What follows belongs to an exercise in optimizing a design on an open flow for small area, a short achievable clock period and few clock cycles per item; a production flow would make more cautious choices.
At most, simulation tests tie the RTL to the original design; equivalence was not proved.
Power and IR drop assume default switching activity.

## modrm_address_register_stack_unit
module modrm_address_register_stack_unit (
  input  logic        clk_i,
  input  logic        rst_ni,
  input  logic        start,
  output logic        busy,
  input  logic [2:0]  op_i,
  input  logic [2:0]  reg_i,
  input  logic        wide_i,
  input  logic [15:0] value_i,
  input  logic [1:0]  mode_i,
  input  logic [2:0]  rm_i,
  input  logic [7:0]  disp_lo_i,
  input  logic [7:0]  disp_hi_i,
  output logic        done_o,
  output logic [15:0] read_data_o,
  output logic [15:0] address_o,
  output logic        is_register_o,
  output logic [1:0]  disp_bytes_o,
  output logic        stack_fault_o
);
Size in the first run: roughly 5200 cells after synthesis, roughly 2300 flip-flops, roughly 85 I/O pins.
clock: 8.0 ns
lec_check: 0
cap_margin: 20
core_margin: 2
core_utilization: 55
setup_slack_margin: 4.5
slew_margin: 20
run.sh (not shown) runs the stock make flow with config.mk's settings and CLKGATE_MAP_FILE= SYNTH_SCRIPT=/design/flow/synth_recipe.tcl, a recipe that flattens the netlist after the stock synthesis.
The starting point ran to the end with no violations.
Testbench counts at the start, summed over its fixed seeds: cycles 32,024, items 32,000.
==> next run, changes <==
Settings changed: CORE_UTILIZATION 55 to 40, SETUP_SLACK_MARGIN 4.5 to default.
After rerunning: Cell area hardly moves. Total power went down by 0.49%. Global-route usage fell by 8.3 points. Hold slack gets worse by 0.053 ns.

Another version of the RTL of modrm_address_register_stack_unit (not shown whole).
Size: ~4700 cells after synthesis, roughly 2300 flip-flops, roughly 85 I/O pins, roughly 92000 sq um of cells after synthesis.
Settings: LEC_CHECK=0, CAP_MARGIN=20, CORE_MARGIN=2, CORE_UTILIZATION=55, CTS_CLUSTER_DIAMETER=80, CTS_CLUSTER_SIZE=25, SETUP_SLACK_MARGIN=5, SLEW_MARGIN=20; clock period 8.0 ns.
standard.sh (not shown) runs the stock make flow with config.mk's settings and CLKGATE_MAP_FILE= SYNTH_SCRIPT=/design/flow/synth_recipe.tcl, a recipe that flattens the netlist after the stock synthesis.
==> flow/flow/run.sh <==
#!/bin/bash
set -euo pipefail
bash standard.sh \
  MATCH_CELL_FOOTPRINT=0 \
  "BUFFER_PORTS_ARGS=-buffer_cell sky130_fd_sc_hd__buf_4" \
  finish > standard_flow.log 2>&1
Rerun with:
--- a/flow/config.mk
+++ b/flow/config.mk
@@ -14,0 +15 @@
+export TNS_END_PERCENT = 5
=> Worst setup slack is worse by 130 ps; total power went down by about 1%; clock-buffer cell count went down by 14; maximum frequency went down by about 4%; final area went down by about 0.8%; die area is unchanged; sequential cell count does not change; via count went down by about 1.5%; global-route usage went down by 0.96 points; clock skew went down by 15 ps; wire length went down by 4.3%.
Function was not checked in any run of this note: the RTL went through the layout flow alone.

Setup of rev 12:
Another version of the RTL of modrm_address_register_stack_unit (not shown whole).
For scale: roughly 85 I/O pins, ~92,000 um^2 of cells after synthesis.
export LEC_CHECK = 0
export CAP_MARGIN = 20
export CORE_MARGIN = 2
export CORE_UTILIZATION = 65
export CTS_CLUSTER_DIAMETER = 80
export CTS_CLUSTER_SIZE = 25
export SETUP_SLACK_MARGIN = 5
export SLEW_MARGIN = 20
create_clock -name core_clock -period 8.0 [get_ports {clk_i}]
Scripts as last shown in full above: flow/flow/run.sh
The final layout from rev 12, which completed every stage, passed the timing, DRC and antenna checks at the end of the flow.
[inputs] rev 13 vs rev 12
Settings: CORE_UTILIZATION: 65 -> 55.
## What came out
- Rev 13 reached the end of the flow, and the finished layout is clean on the timing, DRC and antenna checks.
- Share of total power in the clock network is higher on rev 13
- Between rev 13 and rev 12, the first-pass GRT wire length is lower for rev 12.
- Looking at rev 13 and rev 12, the number of nets in the layout is a wash.
- Taking rev 12 over rev 13, the wire length on met1 ratio works out to 0.949.
- Side by side, detailed-router iteration count before antenna repair turned out higher in rev 13 than in rev 12.
- Re power consumed by the clock network: rev 13 and rev 12 aren't equal, and the lower value belongs to rev 12.
- Relative to rev 12, the final cell area reported for rev 13 is higher.
- Rev 13 vs rev 12 — final-layout fill cell count climbed by more than a quarter
- Run comparison: rev 13 launching instance or port of the critical path op_i[1]; rev 12 launching instance or port of the critical path op_i[0]
- Of rev 13 and rev 12, the run reporting the higher via count was rev 12.
- On maximum operating frequency, rev 13 tracks rev 12 almost exactly.
- On overall die area, the higher figure sits with rev 13, not rev 12.
No run of this note included a check of the RTL's function; only the layout flow was run.

Another version of the RTL of modrm_address_register_stack_unit (not shown whole).
For scale: about 6200 cells after synthesis, about 2400 flip-flops, about 0.090 mm² of cells after synthesis.
## modrm_address_register_stack_unit
module modrm_address_register_stack_unit (
  input  logic        clk_i,
  input  logic        rst_ni,
  input  logic        start,
  output logic        busy,
  input  logic [2:0]  op_i,
  input  logic [2:0]  reg_i,
  input  logic        wide_i,
  input  logic [15:0] value_i,
  input  logic [1:0]  mode_i,
  input  logic [2:0]  rm_i,
  input  logic [7:0]  disp_lo_i,
  input  logic [7:0]  disp_hi_i,
  output logic        done_o,
  output logic [15:0] read_data_o,
  output logic [15:0] address_o,
  output logic        is_register_o,
  output logic [1:0]  disp_bytes_o,
  output logic        stack_fault_o
);
clock: 8.0 ns
lec_check: 0
abc_area: 1
cap_margin: 20
core_margin: 2
core_utilization: 55
cts_cluster_diameter: 80
cts_cluster_size: 25
setup_slack_margin: 5
slew_margin: 20
Scripts as last shown in full above: flow/flow/run.sh
The baseline ran to the end with no violations.
Rerun with:
ABC_AREA = default   (was 1)
Outcome:
- The new run finished with timing, DRC and antenna clean
- cell count fell by 18%
- core utilization fell by 0.13 points
- via count fell by 19%
- routed wire length fell by 12%
- cell area rose by 2.4%
- first-iteration DRC count fell by 25%
- worst setup slack degrades by 0.44 ns
- power rose by 0.66%
- fmax fell by 10%
- count of clock-buffer cells in the layout does not change
- hold slack improves by 0.0030 ns
No functional check of the RTL was part of any run of this note.

Another version of the RTL of modrm_address_register_stack_unit (not shown whole).
Size: about 2400 flip-flops, about 85 I/O pins, roughly 94000 sq um of cells after synthesis.
Settings: LEC_CHECK=0, CAP_MARGIN=20, CORE_MARGIN=2, CORE_UTILIZATION=55, CTS_CLUSTER_DIAMETER=80, CTS_CLUSTER_SIZE=30, SETUP_SLACK_MARGIN=5, SLEW_MARGIN=20; clock period 8.0 ns.
Scripts as last shown in full above: flow/flow/run.sh
The starting point produced a clean layout.
Testbench counts at the start, summed over its fixed seeds: cycles 32,040, items 32,000.
==> next run, changes <==
Settings changed: CORE_UTILIZATION 55 to 65, CTS_CLUSTER_SIZE 30 to 25.
The changed run finished with timing, DRC and antenna clean; worst hold slack hardly moves; synthesized area does not change; power shrinks by 2.4%; setup slack degrades by 0.074 ns; non-clock buffer count falls by 34; register-to-register slack got worse by 0.07 ns; routed wire length falls by 3.1%; via count went up by 1.5%.
==> next run, changes <==
Settings changed: CORE_UTILIZATION 65 to 55.
After rerunning:
- die area rose by about a fifth
- via count is lower slightly
- worst hold slack loses 0.013 ns
- cell count went up by a few percent
- setup slack improved by 0.11 ns
- clock-buffer cell count fell by 23

-- re-timing with driven ports --
No port has a modelled driver above. Below, the same layouts with a new extraction and two added sets of constraints.
Step 1, drivers: a clkbuf_16 drives clk_i and a buf_2 each remaining input, both assumed.
Step 2 adds t to the input delays and takes it off the output delays; t is the mean of the earliest and latest rising clock arrival at the registers after step 1. Input paths then give back, and output paths get back, about the clock's delay inside the block.
Slacks: ideal / step 1 / step 2; pairs: ideal / step 1.
run | shift t [ns] | slack for setup (ns) | slew at the worst register clock pin (ns)
the first run of note 1 | 0.927 | 4.448 / 4.448 / 4.448 | 0.06 / 0.06
the second run of note 1 | 0.936 | 3.535 / 3.535 / 3.535 | 0.07 / 0.07
the first run of note 2 | 0.841 | 4.873 / 4.873 / 4.491 | 0.10 / 0.10
the second run of note 2 | 0.861 | 4.742 / 4.742 / 4.432 | 0.10 / 0.10
rev 12 | 0.833 | 4.877 / 4.915 / 4.082 | 0.11 / 0.11
rev 13 | 0.847 | 4.882 / 4.909 / 4.062 | 0.11 / 0.11
the first run of note 4 | 0.847 | 4.074 / 4.074 / 4.074 | 0.10 / 0.10
the second run of note 4 | 0.849 | 3.634 / 3.634 / 3.634 | 0.10 / 0.10
the first run of note 5 | 0.875 | 5.036 / 4.970 / 4.381 | 0.12 / 0.12
the second run of note 5 | 0.843 | 4.962 / 4.894 / 4.456 | 0.11 / 0.11
the third run of note 5 | 0.868 | 5.067 / 4.981 / 4.370 | 0.11 / 0.11
After both steps setup and hold are still met in every run listed. For rev 13, which loses most, drivers alone change the setup slack by +0.027 ns; drivers and shift together by -0.820 ns.
